From an optimization exercise on the open Yosys and OpenROAD flow, aimed at small area; shortcuts taken in it are not production practice. Function was checked by simulation only, so behaviour that the tests miss may differ from the original. Power is estimated from default activity; no workload was simulated.

==> run X: inputs <==
==> flow/design.v <==
package parking_pkg;
	typedef logic [15:0] plate_t;
	typedef logic [2:0] floor_t;  
	typedef logic [7:0] fee_t;
	typedef enum logic {
		order_park,
		order_retrieve
	} order_kind_t;
	typedef enum logic [2:0] {
		st_idle,         
		st_plate_swap,   
		st_load,         
		st_travel_out,
		st_store,        
		st_pickup,       
		st_travel_home
	} elevator_state_t;
	localparam int NUM_FLOORS = 7;
	localparam int QUEUE_DEPTH = 8;
	localparam logic [3:0] CLASS_HANDICAPPED = 4'b1001;
	localparam logic [3:0] CLASS_HYBRID = 4'b1000;
	localparam fee_t FEE_MAX = 8'd255;
endpackage
`timescale 1ns/100ps
module order_queue (
	input logic clock,
	input logic reset,
	input logic park_req,
	input logic retrieve_req,
	input parking_pkg::plate_t order_plate,
	input logic order_take,
	output logic order_valid,
	output parking_pkg::order_kind_t order_kind,
	output parking_pkg::plate_t order_plate_q,
	output logic order_dropped
);
	parking_pkg::plate_t plate_mem [0:parking_pkg::QUEUE_DEPTH-1];
	logic kind_mem [0:parking_pkg::QUEUE_DEPTH-1];
	logic [3:0] rd_ptr;
	logic [3:0] wr_ptr;
	logic strobe;
	logic full;
	logic push;
	assign strobe = park_req || retrieve_req;
	assign full = (wr_ptr ^ rd_ptr) == 4'b1000;
	assign push = strobe && !full;
	assign order_valid = (wr_ptr != rd_ptr);
	assign order_kind = parking_pkg::order_kind_t'(kind_mem[rd_ptr[2:0]]);
	assign order_plate_q = plate_mem[rd_ptr[2:0]];
	always_ff @(posedge clock) begin
		if (push) begin
			plate_mem[wr_ptr[2:0]] <= order_plate;
			kind_mem[wr_ptr[2:0]] <= retrieve_req;
		end
	end
	always_ff @(posedge clock or posedge reset) begin
		if (reset) begin
			rd_ptr <= '0;
			wr_ptr <= '0;
			order_dropped <= 1'b0;
		end else begin
			order_dropped <= strobe && full;
			if (push)
				wr_ptr <= wr_ptr + 1'b1;
			if (order_take)  
				rd_ptr <= rd_ptr + 1'b1;
		end
	end
endmodule
`timescale 1ns/100ps
module fee_meter (
	input logic clock,
	input logic start,    
	input logic run,      
	output logic [7:0] count
);
	logic step;
	assign step = run && !(&count);
	always_ff @(posedge clock) begin
		count <= start ? 8'd1 : count + {7'b0, step};
	end
endmodule
`timescale 1ns/100ps
module slot_table (
	input logic clock,
	input logic reset,
	input logic store_strobe,
	input parking_pkg::plate_t store_plate,
	input logic clear_strobe,
	input parking_pkg::floor_t spot_floor,
	input logic spot_place,
	input logic suv_query,
	input parking_pkg::plate_t hit_plate,
	output parking_pkg::floor_t free_floor,
	output logic free_place,
	output logic free_found,
	output parking_pkg::floor_t hit_floor,
	output logic hit_place,
	output logic hit_found,
	output logic [7:0] spot_count,
	output logic full_sedan,
	output logic full_suv
);
	parking_pkg::plate_t spots [1:parking_pkg::NUM_FLOORS][2];
	logic [7:0] counts [1:parking_pkg::NUM_FLOORS][2];
	logic valid [1:parking_pkg::NUM_FLOORS][2];
	logic sel [1:parking_pkg::NUM_FLOORS][2];
	always_comb begin
		for (int f = 1; f <= parking_pkg::NUM_FLOORS; f++)
			for (int p = 0; p < 2; p++)
				sel[f][p] = (spot_floor == parking_pkg::floor_t'(f)) && (spot_place == (p == 1));
	end
	always_ff @(posedge clock or posedge reset) begin
		if (reset) begin
			for (int f = 1; f <= parking_pkg::NUM_FLOORS; f++) begin
				valid[f][0] <= 1'b0;
				valid[f][1] <= 1'b0;
			end
		end else begin
			for (int f = 1; f <= parking_pkg::NUM_FLOORS; f++)
				for (int p = 0; p < 2; p++)
					if (sel[f][p] && (store_strobe || clear_strobe))
						valid[f][p] <= store_strobe;
		end
	end
	always_ff @(posedge clock) begin
		for (int f = 1; f <= parking_pkg::NUM_FLOORS; f++)
			for (int p = 0; p < 2; p++)
				if (sel[f][p] && store_strobe)
					spots[f][p] <= store_plate;
	end
	always_comb begin
		full_sedan = 1'b1;
		full_suv = 1'b1;
		for (int f = 1; f <= parking_pkg::NUM_FLOORS; f++) begin
			if (f % 2 == 0)
				full_sedan = full_sedan && valid[f][0] && valid[f][1];
			else
				full_suv = full_suv && valid[f][0] && valid[f][1];
		end
	end
	always_comb begin
		logic allowed;
		free_found = 1'b0;
		free_floor = '0;
		free_place = 1'b0;
		for (int f = 1; f <= parking_pkg::NUM_FLOORS; f++) begin
			allowed = (f % 2 == 1) ? (suv_query || full_sedan) : !suv_query;
			if (allowed && !free_found && !(valid[f][0] && valid[f][1])) begin
				free_found = 1'b1;
				free_floor = parking_pkg::floor_t'(f);
				free_place = valid[f][0];  
			end
		end
	end
	always_comb begin
		hit_found = 1'b0;
		hit_floor = '0;
		hit_place = 1'b0;
		spot_count = '0;
		for (int f = 1; f <= parking_pkg::NUM_FLOORS; f++) begin
			for (int p = 0; p < 2; p++) begin
				if (!hit_found && valid[f][p] && spots[f][p] == hit_plate) begin
					hit_found = 1'b1;
					hit_floor = parking_pkg::floor_t'(f);
					hit_place = (p == 1);
				end
				if (sel[f][p])
					spot_count = counts[f][p];
			end
		end
	end
	for (genvar f = 1; f <= parking_pkg::NUM_FLOORS; f++) begin : g_floor
		for (genvar p = 0; p < 2; p++) begin : g_place
			fee_meter meter_i (
				.clock(clock),
				.start(store_strobe && sel[f][p]),
				.run(valid[f][p] && !(clear_strobe && sel[f][p])),
				.count(counts[f][p])
			);
		end
	end
endmodule
`timescale 1ns/100ps
module elevator_controller (
	input logic clock,
	input logic reset,
	input logic order_valid,
	input parking_pkg::order_kind_t order_kind,
	input parking_pkg::plate_t order_plate_q,
	input parking_pkg::floor_t free_floor,
	input logic free_place,
	input logic free_found,
	input parking_pkg::floor_t hit_floor,
	input logic hit_place,
	input logic hit_found,
	input logic [7:0] spot_count,
	output logic order_take,
	output logic suv_query,
	output logic store_strobe,
	output parking_pkg::plate_t store_plate,
	output logic clear_strobe,
	output parking_pkg::floor_t spot_floor,
	output logic spot_place,
	output parking_pkg::floor_t current_floor,
	output logic plate_type,
	output logic park_done,
	output logic car_out,
	output parking_pkg::plate_t car_out_plate,
	output parking_pkg::fee_t fee,
	output logic order_rejected
);
	parking_pkg::elevator_state_t state;
	parking_pkg::elevator_state_t state_next;
	parking_pkg::order_kind_t kind_r;  
	parking_pkg::plate_t plate_r;
	logic swap_needed;
	logic load_reject;
	logic arriving_home;
	logic [3:0] car_class;
	assign swap_needed = (order_plate_q[0] != plate_type);
	assign load_reject = (plate_r == '0) || !free_found;
	assign suv_query = plate_r[0];
	assign order_take = (state == parking_pkg::st_idle) && order_valid;
	assign store_strobe = (state == parking_pkg::st_store);
	assign clear_strobe = (state == parking_pkg::st_pickup);
	assign store_plate = plate_r;
	assign park_done = (state == parking_pkg::st_store);
	assign car_out_plate = plate_r;
	assign car_class = plate_r[15:12];
	always_comb begin
		if (car_class == parking_pkg::CLASS_HANDICAPPED)
			fee = '0;
		else if (car_class == parking_pkg::CLASS_HYBRID)
			fee = spot_count;
		else
			fee = spot_count[7] ? parking_pkg::FEE_MAX : {spot_count[6:0], 1'b0};
	end
	assign order_rejected = (order_take && order_kind == parking_pkg::order_retrieve && !hit_found)
		|| (state == parking_pkg::st_load && load_reject);
	assign arriving_home = (current_floor == 3'd1)
		&& (state == parking_pkg::st_pickup
		|| (state == parking_pkg::st_travel_home && kind_r == parking_pkg::order_retrieve));
	always_comb begin
		state_next = state;
		case (state)
			parking_pkg::st_idle: begin
				if (order_valid) begin
					if (order_kind == parking_pkg::order_park)
						state_next = swap_needed ? parking_pkg::st_plate_swap : parking_pkg::st_load;
					else if (hit_found)
						state_next = swap_needed ? parking_pkg::st_plate_swap
							: parking_pkg::st_travel_out;
				end
			end
			parking_pkg::st_plate_swap: begin
				state_next = (kind_r == parking_pkg::order_park) ? parking_pkg::st_load
					: parking_pkg::st_travel_out;
			end
			parking_pkg::st_load:
				state_next = load_reject ? parking_pkg::st_idle : parking_pkg::st_travel_out;
			parking_pkg::st_travel_out: begin
				if (parking_pkg::floor_t'(current_floor + 3'd1) == spot_floor)
					state_next = (kind_r == parking_pkg::order_park) ? parking_pkg::st_store
						: parking_pkg::st_pickup;
			end
			parking_pkg::st_store, parking_pkg::st_pickup:
				state_next = (current_floor == 3'd1) ? parking_pkg::st_idle
					: parking_pkg::st_travel_home;
			parking_pkg::st_travel_home: begin
				if (current_floor == 3'd1)
					state_next = parking_pkg::st_idle;
			end
			default: state_next = parking_pkg::st_idle;
		endcase
	end
	always_ff @(posedge clock or posedge reset) begin
		if (reset) begin
			state <= parking_pkg::st_idle;
			current_floor <= '0;
			plate_type <= 1'b0;  
			car_out <= 1'b0;
		end else begin
			state <= state_next;
			car_out <= arriving_home;
			case (state)
				parking_pkg::st_plate_swap: plate_type <= !plate_type;
				parking_pkg::st_travel_out: current_floor <= current_floor + 3'd1;
				parking_pkg::st_store, parking_pkg::st_travel_home, parking_pkg::st_pickup:
					current_floor <= current_floor - 3'd1;  
				default: ;
			endcase
		end
	end
	always_ff @(posedge clock) begin
		if (order_take) begin
			plate_r <= order_plate_q;
			kind_r <= order_kind;
			spot_floor <= hit_floor;  
			spot_place <= hit_place;
		end else if (state == parking_pkg::st_load) begin
			spot_floor <= free_floor;
			spot_place <= free_place;
		end
	end
endmodule
`timescale 1ns/100ps
module parking_lot_top (
	input logic clock,
	input logic reset,
	input logic park_req,
	input logic retrieve_req,
	input parking_pkg::plate_t order_plate,
	output parking_pkg::floor_t current_floor,
	output logic plate_type,
	output logic park_done,
	output parking_pkg::floor_t park_floor,
	output logic park_place,
	output logic car_out,
	output parking_pkg::plate_t car_out_plate,
	output parking_pkg::fee_t fee,
	output logic order_rejected,
	output logic order_dropped,
	output logic full_sedan,
	output logic full_suv
);
	logic order_valid;
	logic order_take;
	parking_pkg::order_kind_t order_kind;
	parking_pkg::plate_t order_plate_q;
	logic suv_query;
	parking_pkg::plate_t store_plate;
	logic store_strobe;
	logic clear_strobe;
	parking_pkg::floor_t free_floor;
	logic free_place;
	logic free_found;
	parking_pkg::floor_t hit_floor;
	logic hit_place;
	logic hit_found;
	logic [7:0] spot_count;
	order_queue queue_i (
		.clock(clock),
		.reset(reset),
		.park_req(park_req),
		.retrieve_req(retrieve_req),
		.order_plate(order_plate),
		.order_take(order_take),
		.order_valid(order_valid),
		.order_kind(order_kind),
		.order_plate_q(order_plate_q),
		.order_dropped(order_dropped)
	);
	elevator_controller controller_i (
		.clock(clock),
		.reset(reset),
		.order_valid(order_valid),
		.order_kind(order_kind),
		.order_plate_q(order_plate_q),
		.free_floor(free_floor),
		.free_place(free_place),
		.free_found(free_found),
		.hit_floor(hit_floor),
		.hit_place(hit_place),
		.hit_found(hit_found),
		.spot_count(spot_count),
		.order_take(order_take),
		.suv_query(suv_query),
		.store_strobe(store_strobe),
		.store_plate(store_plate),
		.clear_strobe(clear_strobe),
		.spot_floor(park_floor),
		.spot_place(park_place),
		.current_floor(current_floor),
		.plate_type(plate_type),
		.park_done(park_done),
		.car_out(car_out),
		.car_out_plate(car_out_plate),
		.fee(fee),
		.order_rejected(order_rejected)
	);
	slot_table slots_i (
		.clock(clock),
		.reset(reset),
		.store_strobe(store_strobe),
		.store_plate(store_plate),
		.clear_strobe(clear_strobe),
		.spot_floor(park_floor),
		.spot_place(park_place),
		.suv_query(suv_query),
		.hit_plate(order_plate_q),
		.free_floor(free_floor),
		.free_place(free_place),
		.free_found(free_found),
		.hit_floor(hit_floor),
		.hit_place(hit_place),
		.hit_found(hit_found),
		.spot_count(spot_count),
		.full_sedan(full_sedan),
		.full_suv(full_suv)
	);
endmodule
==> flow/run.sh <==
#!/bin/bash
# synth_recipe.tcl (not shown) runs the flow's synth.tcl, then flattens the netlist and writes it again
# the make line also repeats each setting of config.mk as NAME=value (left out here)
make -C /OpenROAD-flow-scripts/flow DESIGN_CONFIG=/design/flow/config.mk WORK_HOME=/design/flow/orfs CLKGATE_MAP_FILE= SYNTH_SCRIPT=/design/flow/synth_recipe.tcl finish
==> flow/config.mk <==
export PLATFORM = sky130hd
export DESIGN_NAME = parking_lot_top
export DESIGN_NICKNAME = parking_lot_top
export VERILOG_FILES = /design/flow/design.v
export SDC_FILE = /design/flow/constraint.sdc
export NUM_CORES = 4
export LEC_CHECK = 0
export CAP_MARGIN = 20
export CORE_MARGIN = 2
export CORE_UTILIZATION = 40
export SLEW_MARGIN = 20
==> flow/constraint.sdc <==
create_clock -name core_clock -period 10.0 [get_ports {clock}]
set_input_delay 2.0000 -clock core_clock [delete_from_list [all_inputs] [get_ports {clock}]]
set_output_delay 2.0000 -clock core_clock [all_outputs]
set_load 0.01 [all_outputs]
==> run A: changes against run X <==
--- a/flow/design.v
+++ b/flow/design.v
@@ -167,4 +167,3 @@
 				end
-				if (sel[f][p])
-					spot_count = counts[f][p];
+				spot_count = spot_count | (counts[f][p] & {8{sel[f][p]}});
 			end
==> flow/flow/run.sh (new file) <==
#!/bin/bash
# Own layout flow: the standard ORFS flow (standard.sh) with these changes:
#  - ABC maps the logic with an area-oriented script (flow/abc_area.script) in
#    place of ORFS's speed script; every other synthesis step is unchanged, so
#    the registers, their names and cell types are the standard synthesis's;
#  - after synthesis, the platform's don't-use list is extended with the large
#    buffers and inverters (flow/dont_use.txt), so that repair fixes slew with
#    small buffers;
#  - the port buffers are buf_1 cells;
#  - CTS clusters up to 26 sinks per clkbuf_16 and inserts no dummy loads.
# Each make run's full output goes to a log file of its own in this folder.
set -euo pipefail
W=$(pwd)
rm -rf "$W/scripts"
cp -r "$FLOW_HOME/scripts" "$W/scripts"
cp "$W/flow/abc_area.script" "$W/scripts/abc_speed.script"
ARGS=("SCRIPTS_DIR=$W/scripts"
	"BUFFER_PORTS_ARGS=-buffer_cell sky130_fd_sc_hd__buf_1"
	"CTS_ARGS=-sink_clustering_enable -repair_clock_nets -dont_use_dummy_load -buf_list sky130_fd_sc_hd__clkbuf_16 -sink_clustering_size 26 -sink_clustering_max_diameter 100")
bash standard.sh "${ARGS[@]}" synth > "$W/synth.log" 2>&1
bash standard.sh "${ARGS[@]}" "DONT_USE_CELLS=$(cat "$W/flow/dont_use.txt")" finish > "$W/layout.log" 2>&1
==> flow/flow/abc_area.script (new file) <==
&get -n
&st
&dch
&nf -a
&put
topo
stime -c
==> flow/flow/dont_use.txt (new file) <==
sky130_fd_sc_hd__probe_p_8 sky130_fd_sc_hd__probec_p_8 sky130_fd_sc_hd__lpflow_bleeder_1 sky130_fd_sc_hd__lpflow_clkbufkapwr_1 sky130_fd_sc_hd__lpflow_clkbufkapwr_16 sky130_fd_sc_hd__lpflow_clkbufkapwr_2 sky130_fd_sc_hd__lpflow_clkbufkapwr_4 sky130_fd_sc_hd__lpflow_clkbufkapwr_8 sky130_fd_sc_hd__lpflow_clkinvkapwr_1 sky130_fd_sc_hd__lpflow_clkinvkapwr_16 sky130_fd_sc_hd__lpflow_clkinvkapwr_2 sky130_fd_sc_hd__lpflow_clkinvkapwr_4 sky130_fd_sc_hd__lpflow_clkinvkapwr_8 sky130_fd_sc_hd__lpflow_decapkapwr_12 sky130_fd_sc_hd__lpflow_decapkapwr_3 sky130_fd_sc_hd__lpflow_decapkapwr_4 sky130_fd_sc_hd__lpflow_decapkapwr_6 sky130_fd_sc_hd__lpflow_decapkapwr_8 sky130_fd_sc_hd__lpflow_inputiso0n_1 sky130_fd_sc_hd__lpflow_inputiso0p_1 sky130_fd_sc_hd__lpflow_inputiso1n_1 sky130_fd_sc_hd__lpflow_inputiso1p_1 sky130_fd_sc_hd__lpflow_inputisolatch_1 sky130_fd_sc_hd__lpflow_isobufsrc_1 sky130_fd_sc_hd__lpflow_isobufsrc_16 sky130_fd_sc_hd__lpflow_isobufsrc_2 sky130_fd_sc_hd__lpflow_isobufsrc_4 sky130_fd_sc_hd__lpflow_isobufsrc_8 sky130_fd_sc_hd__lpflow_isobufsrckapwr_16 sky130_fd_sc_hd__lpflow_lsbuf_lh_hl_isowell_tap_1 sky130_fd_sc_hd__lpflow_lsbuf_lh_hl_isowell_tap_2 sky130_fd_sc_hd__lpflow_lsbuf_lh_hl_isowell_tap_4 sky130_fd_sc_hd__lpflow_lsbuf_lh_isowell_4 sky130_fd_sc_hd__lpflow_lsbuf_lh_isowell_tap_1 sky130_fd_sc_hd__lpflow_lsbuf_lh_isowell_tap_2 sky130_fd_sc_hd__lpflow_lsbuf_lh_isowell_tap_4 sky130_fd_sc_hd__buf_6 sky130_fd_sc_hd__buf_8 sky130_fd_sc_hd__buf_12 sky130_fd_sc_hd__buf_16 sky130_fd_sc_hd__bufbuf_8 sky130_fd_sc_hd__bufbuf_16 sky130_fd_sc_hd__bufinv_8 sky130_fd_sc_hd__bufinv_16 sky130_fd_sc_hd__inv_6 sky130_fd_sc_hd__inv_8 sky130_fd_sc_hd__inv_12 sky130_fd_sc_hd__inv_16
==> flow/standard.sh (new file) <==
#!/bin/bash
# synth_recipe.tcl (not shown) runs the flow's synth.tcl, then flattens the netlist and writes it again
# the make line also repeats each setting of config.mk as NAME=value (left out here)
make -C /OpenROAD-flow-scripts/flow DESIGN_CONFIG=/design/flow/config.mk WORK_HOME=/design/flow/orfs CLKGATE_MAP_FILE= SYNTH_SCRIPT=/design/flow/synth_recipe.tcl "${@:-finish}"
--- a/flow/config.mk
+++ b/flow/config.mk
@@ -10,2 +10,3 @@
 export CORE_UTILIZATION = 40
+export GPL_TIMING_DRIVEN = 0
 export SLEW_MARGIN = 20
removed: flow/run.sh
==> run Z: changes against run X <==
--- a/flow/design.v
+++ b/flow/design.v
@@ -38,4 +38,8 @@
 	logic kind_mem [0:parking_pkg::QUEUE_DEPTH-1];
-	logic [3:0] rd_ptr;
-	logic [3:0] wr_ptr;
+	logic [parking_pkg::QUEUE_DEPTH-1:0] rd_hot;
+	logic rd_lap;
+	logic [2:0] wr_ptr;
+	logic wr_lap;
+	logic [parking_pkg::QUEUE_DEPTH-1:0] wr_hot;
+	logic same_slot;
 	logic strobe;
@@ -43,12 +47,27 @@
 	logic push;
+	always_comb begin
+		for (int i = 0; i < parking_pkg::QUEUE_DEPTH; i++)
+			wr_hot[i] = (wr_ptr == 3'(i));
+	end
+	assign same_slot = |(rd_hot & wr_hot);
 	assign strobe = park_req || retrieve_req;
-	assign full = (wr_ptr ^ rd_ptr) == 4'b1000;
+	assign full = same_slot && (rd_lap != wr_lap);
 	assign push = strobe && !full;
-	assign order_valid = (wr_ptr != rd_ptr);
-	assign order_kind = parking_pkg::order_kind_t'(kind_mem[rd_ptr[2:0]]);
-	assign order_plate_q = plate_mem[rd_ptr[2:0]];
+	assign order_valid = !(same_slot && (rd_lap == wr_lap));
+	always_comb begin
+		logic kind_q;
+		kind_q = 1'b0;
+		order_plate_q = '0;
+		for (int i = 0; i < parking_pkg::QUEUE_DEPTH; i++) begin
+			order_plate_q = order_plate_q | (plate_mem[i] & {16{rd_hot[i]}});
+			kind_q = kind_q | (kind_mem[i] & rd_hot[i]);
+		end
+		order_kind = parking_pkg::order_kind_t'(kind_q);
+	end
 	always_ff @(posedge clock) begin
-		if (push) begin
-			plate_mem[wr_ptr[2:0]] <= order_plate;
-			kind_mem[wr_ptr[2:0]] <= retrieve_req;
+		for (int i = 0; i < parking_pkg::QUEUE_DEPTH; i++) begin
+			if (push && wr_hot[i]) begin
+				plate_mem[i] <= order_plate;
+				kind_mem[i] <= retrieve_req;
+			end
 		end
@@ -57,4 +76,6 @@
 		if (reset) begin
-			rd_ptr <= '0;
+			rd_hot <= 8'b0000_0001;
+			rd_lap <= 1'b0;
 			wr_ptr <= '0;
+			wr_lap <= 1'b0;
 			order_dropped <= 1'b0;
@@ -63,5 +84,7 @@
 			if (push)
-				wr_ptr <= wr_ptr + 1'b1;
-			if (order_take)  
-				rd_ptr <= rd_ptr + 1'b1;
+				{wr_lap, wr_ptr} <= {wr_lap, wr_ptr} + 1'b1;
+			if (order_take) begin  
+				rd_hot <= {rd_hot[6:0], rd_hot[7]};
+				rd_lap <= rd_lap ^ rd_hot[7];
+			end
 		end
@@ -167,4 +190,3 @@
 				end
-				if (sel[f][p])
-					spot_count = counts[f][p];
+				spot_count = spot_count | (counts[f][p] & {8{sel[f][p]}});
 			end
@@ -215,3 +237,3 @@
 	parking_pkg::order_kind_t kind_r;  
-	parking_pkg::plate_t plate_r;
+	logic [15:1] plate_r;  
 	logic swap_needed;
@@ -221,4 +243,4 @@
 	assign swap_needed = (order_plate_q[0] != plate_type);
-	assign load_reject = (plate_r == '0) || !free_found;
-	assign suv_query = plate_r[0];
+	assign load_reject = ({plate_r, plate_type} == '0) || !free_found;
+	assign suv_query = plate_type;
 	assign order_take = (state == parking_pkg::st_idle) && order_valid;
@@ -226,5 +248,5 @@
 	assign clear_strobe = (state == parking_pkg::st_pickup);
-	assign store_plate = plate_r;
+	assign store_plate = {plate_r, plate_type};
 	assign park_done = (state == parking_pkg::st_store);
-	assign car_out_plate = plate_r;
+	assign car_out_plate = {plate_r, plate_type};
 	assign car_class = plate_r[15:12];
@@ -296,3 +318,3 @@
 		if (order_take) begin
-			plate_r <= order_plate_q;
+			plate_r <= order_plate_q[15:1];
 			kind_r <= order_kind;
==> flow/flow/run.sh (new file) <==
#!/bin/bash
# Own layout flow: the standard ORFS flow (standard.sh) with these changes:
#  - ABC maps the logic with an area-oriented script (flow/abc_area.script) in
#    place of ORFS's speed script; every other synthesis step is unchanged, so
#    the registers, their names and cell types are the standard synthesis's;
#  - after synthesis, the platform's don't-use list is extended with the large
#    buffers and inverters (flow/dont_use.txt), so that repair fixes slew with
#    small buffers;
#  - the port buffers are buf_1 cells;
#  - CTS clusters up to 18 sinks per clkbuf_8 and inserts no dummy loads.
# Each make run's full output goes to a log file of its own in this folder.
set -euo pipefail
W=$(pwd)
rm -rf "$W/scripts"
cp -r "$FLOW_HOME/scripts" "$W/scripts"
cp "$W/flow/abc_area.script" "$W/scripts/abc_speed.script"
ARGS=("SCRIPTS_DIR=$W/scripts"
	"BUFFER_PORTS_ARGS=-buffer_cell sky130_fd_sc_hd__buf_1"
	"CTS_ARGS=-sink_clustering_enable -repair_clock_nets -dont_use_dummy_load -buf_list sky130_fd_sc_hd__clkbuf_8 -sink_clustering_size 18 -sink_clustering_max_diameter 80")
bash standard.sh "${ARGS[@]}" synth > "$W/synth.log" 2>&1
bash standard.sh "${ARGS[@]}" "DONT_USE_CELLS=$(cat "$W/flow/dont_use.txt")" finish > "$W/layout.log" 2>&1
==> flow/flow/abc_area.script (new file) <==
&get -n
&st
&dch
&nf -a
&put
strash
&get -n
&st
&dch
&nf -a
&put
topo
stime -c
==> flow/flow/dont_use.txt (new file) <==
sky130_fd_sc_hd__probe_p_8 sky130_fd_sc_hd__probec_p_8 sky130_fd_sc_hd__lpflow_bleeder_1 sky130_fd_sc_hd__lpflow_clkbufkapwr_1 sky130_fd_sc_hd__lpflow_clkbufkapwr_16 sky130_fd_sc_hd__lpflow_clkbufkapwr_2 sky130_fd_sc_hd__lpflow_clkbufkapwr_4 sky130_fd_sc_hd__lpflow_clkbufkapwr_8 sky130_fd_sc_hd__lpflow_clkinvkapwr_1 sky130_fd_sc_hd__lpflow_clkinvkapwr_16 sky130_fd_sc_hd__lpflow_clkinvkapwr_2 sky130_fd_sc_hd__lpflow_clkinvkapwr_4 sky130_fd_sc_hd__lpflow_clkinvkapwr_8 sky130_fd_sc_hd__lpflow_decapkapwr_12 sky130_fd_sc_hd__lpflow_decapkapwr_3 sky130_fd_sc_hd__lpflow_decapkapwr_4 sky130_fd_sc_hd__lpflow_decapkapwr_6 sky130_fd_sc_hd__lpflow_decapkapwr_8 sky130_fd_sc_hd__lpflow_inputiso0n_1 sky130_fd_sc_hd__lpflow_inputiso0p_1 sky130_fd_sc_hd__lpflow_inputiso1n_1 sky130_fd_sc_hd__lpflow_inputiso1p_1 sky130_fd_sc_hd__lpflow_inputisolatch_1 sky130_fd_sc_hd__lpflow_isobufsrc_1 sky130_fd_sc_hd__lpflow_isobufsrc_16 sky130_fd_sc_hd__lpflow_isobufsrc_2 sky130_fd_sc_hd__lpflow_isobufsrc_4 sky130_fd_sc_hd__lpflow_isobufsrc_8 sky130_fd_sc_hd__lpflow_isobufsrckapwr_16 sky130_fd_sc_hd__lpflow_lsbuf_lh_hl_isowell_tap_1 sky130_fd_sc_hd__lpflow_lsbuf_lh_hl_isowell_tap_2 sky130_fd_sc_hd__lpflow_lsbuf_lh_hl_isowell_tap_4 sky130_fd_sc_hd__lpflow_lsbuf_lh_isowell_4 sky130_fd_sc_hd__lpflow_lsbuf_lh_isowell_tap_1 sky130_fd_sc_hd__lpflow_lsbuf_lh_isowell_tap_2 sky130_fd_sc_hd__lpflow_lsbuf_lh_isowell_tap_4 sky130_fd_sc_hd__buf_6 sky130_fd_sc_hd__buf_8 sky130_fd_sc_hd__buf_12 sky130_fd_sc_hd__buf_16 sky130_fd_sc_hd__bufbuf_8 sky130_fd_sc_hd__bufbuf_16 sky130_fd_sc_hd__bufinv_8 sky130_fd_sc_hd__bufinv_16 sky130_fd_sc_hd__inv_6 sky130_fd_sc_hd__inv_8 sky130_fd_sc_hd__inv_12 sky130_fd_sc_hd__inv_16
==> flow/standard.sh (new file) <==
#!/bin/bash
# synth_recipe.tcl (not shown) runs the flow's synth.tcl, then flattens the netlist and writes it again
# the make line also repeats each setting of config.mk as NAME=value (left out here)
make -C /OpenROAD-flow-scripts/flow DESIGN_CONFIG=/design/flow/config.mk WORK_HOME=/design/flow/orfs CLKGATE_MAP_FILE= SYNTH_SCRIPT=/design/flow/synth_recipe.tcl "${@:-finish}"
--- a/flow/config.mk
+++ b/flow/config.mk
@@ -10,2 +10,3 @@
 export CORE_UTILIZATION = 40
+export GPL_TIMING_DRIVEN = 0
 export SLEW_MARGIN = 20
removed: flow/run.sh
==> qor summary <==
quantity	run Z	run X	run A
Status	complete, no violations	complete, no violations	complete, no violations
Synth top area share	0.519	0.493	0.519
Number of iterations in the first detailed-routing pass	6	5	7
Worst reg2reg path depth	11	10	14
Mean cell area of the mapped netlist	13.2 um2	13.0 um2	13.5 um2
Worst slew margin	0.243	0.212	0.241
Clock tree root buffer cell	clkbuf_8	clkbuf_16	clkbuf_16
Detailed-route via count	15100	14500	14500
Floorplan die height	238 um	245 um	239 um
Initial drt markers	1754	1150	1635
Total routed wirelength	60800 um	59600 um	58000 um
Parity-gate share of the synthesized area counting xor and xnor cells	0.0506	0.119	0.0663
Ratio of routed vias to standard cells	6.11	5.36	5.90
Wire length per cell after detailed routing	24.6 um	22.1 um	23.6 um
Fraction of met3 tracks used by global routing	0.0307	0.0318	0.0291
Portion of total power attributed to sequential cells	0.689	0.388	0.473
Seq. pwr	2.49 mW	2.76 mW	3.51 mW
Power share of the clock group	0.268	0.276	0.145
Hold_ws	491 ps	486 ps	499 ps
Sequential standard cell area	14600 um2	14500 um2	14500 um2
Start point of the critical path	queue_i.rd_hot[2]	queue_i.rd_ptr[1]	queue_i.rd_ptr[0]

==> static timing again, ports no longer ideal <==
In the flow no input, the clock included, has a driving cell. The finished layouts below were timed again as built, in two steps. Step 1, drivers: a clkbuf_16 drives clock and a buf_2 each remaining input, both assumed. Step 2 times the ports against the registers' clock, not the clock port: input delays grow and output delays shrink by t, the midpoint of the rising clock arrivals with the driver on. Slacks: ideal / step 1 / step 2; pairs: ideal / step 1.
| run | t, ns | slack for setup (ns) | slew at the worst register clock pin (ns) |
|---|---|---|---|
| run X | 0.661 | 2.233 / 2.176 / 2.837 | 0.07 / 0.07 |
| run A | 0.623 | 2.586 / 2.527 / 3.150 | 0.10 / 0.10 |
| run Z | 0.657 | 2.517 / 2.461 / 3.118 | 0.12 / 0.12 |
After both steps setup and hold are still met in every run listed.
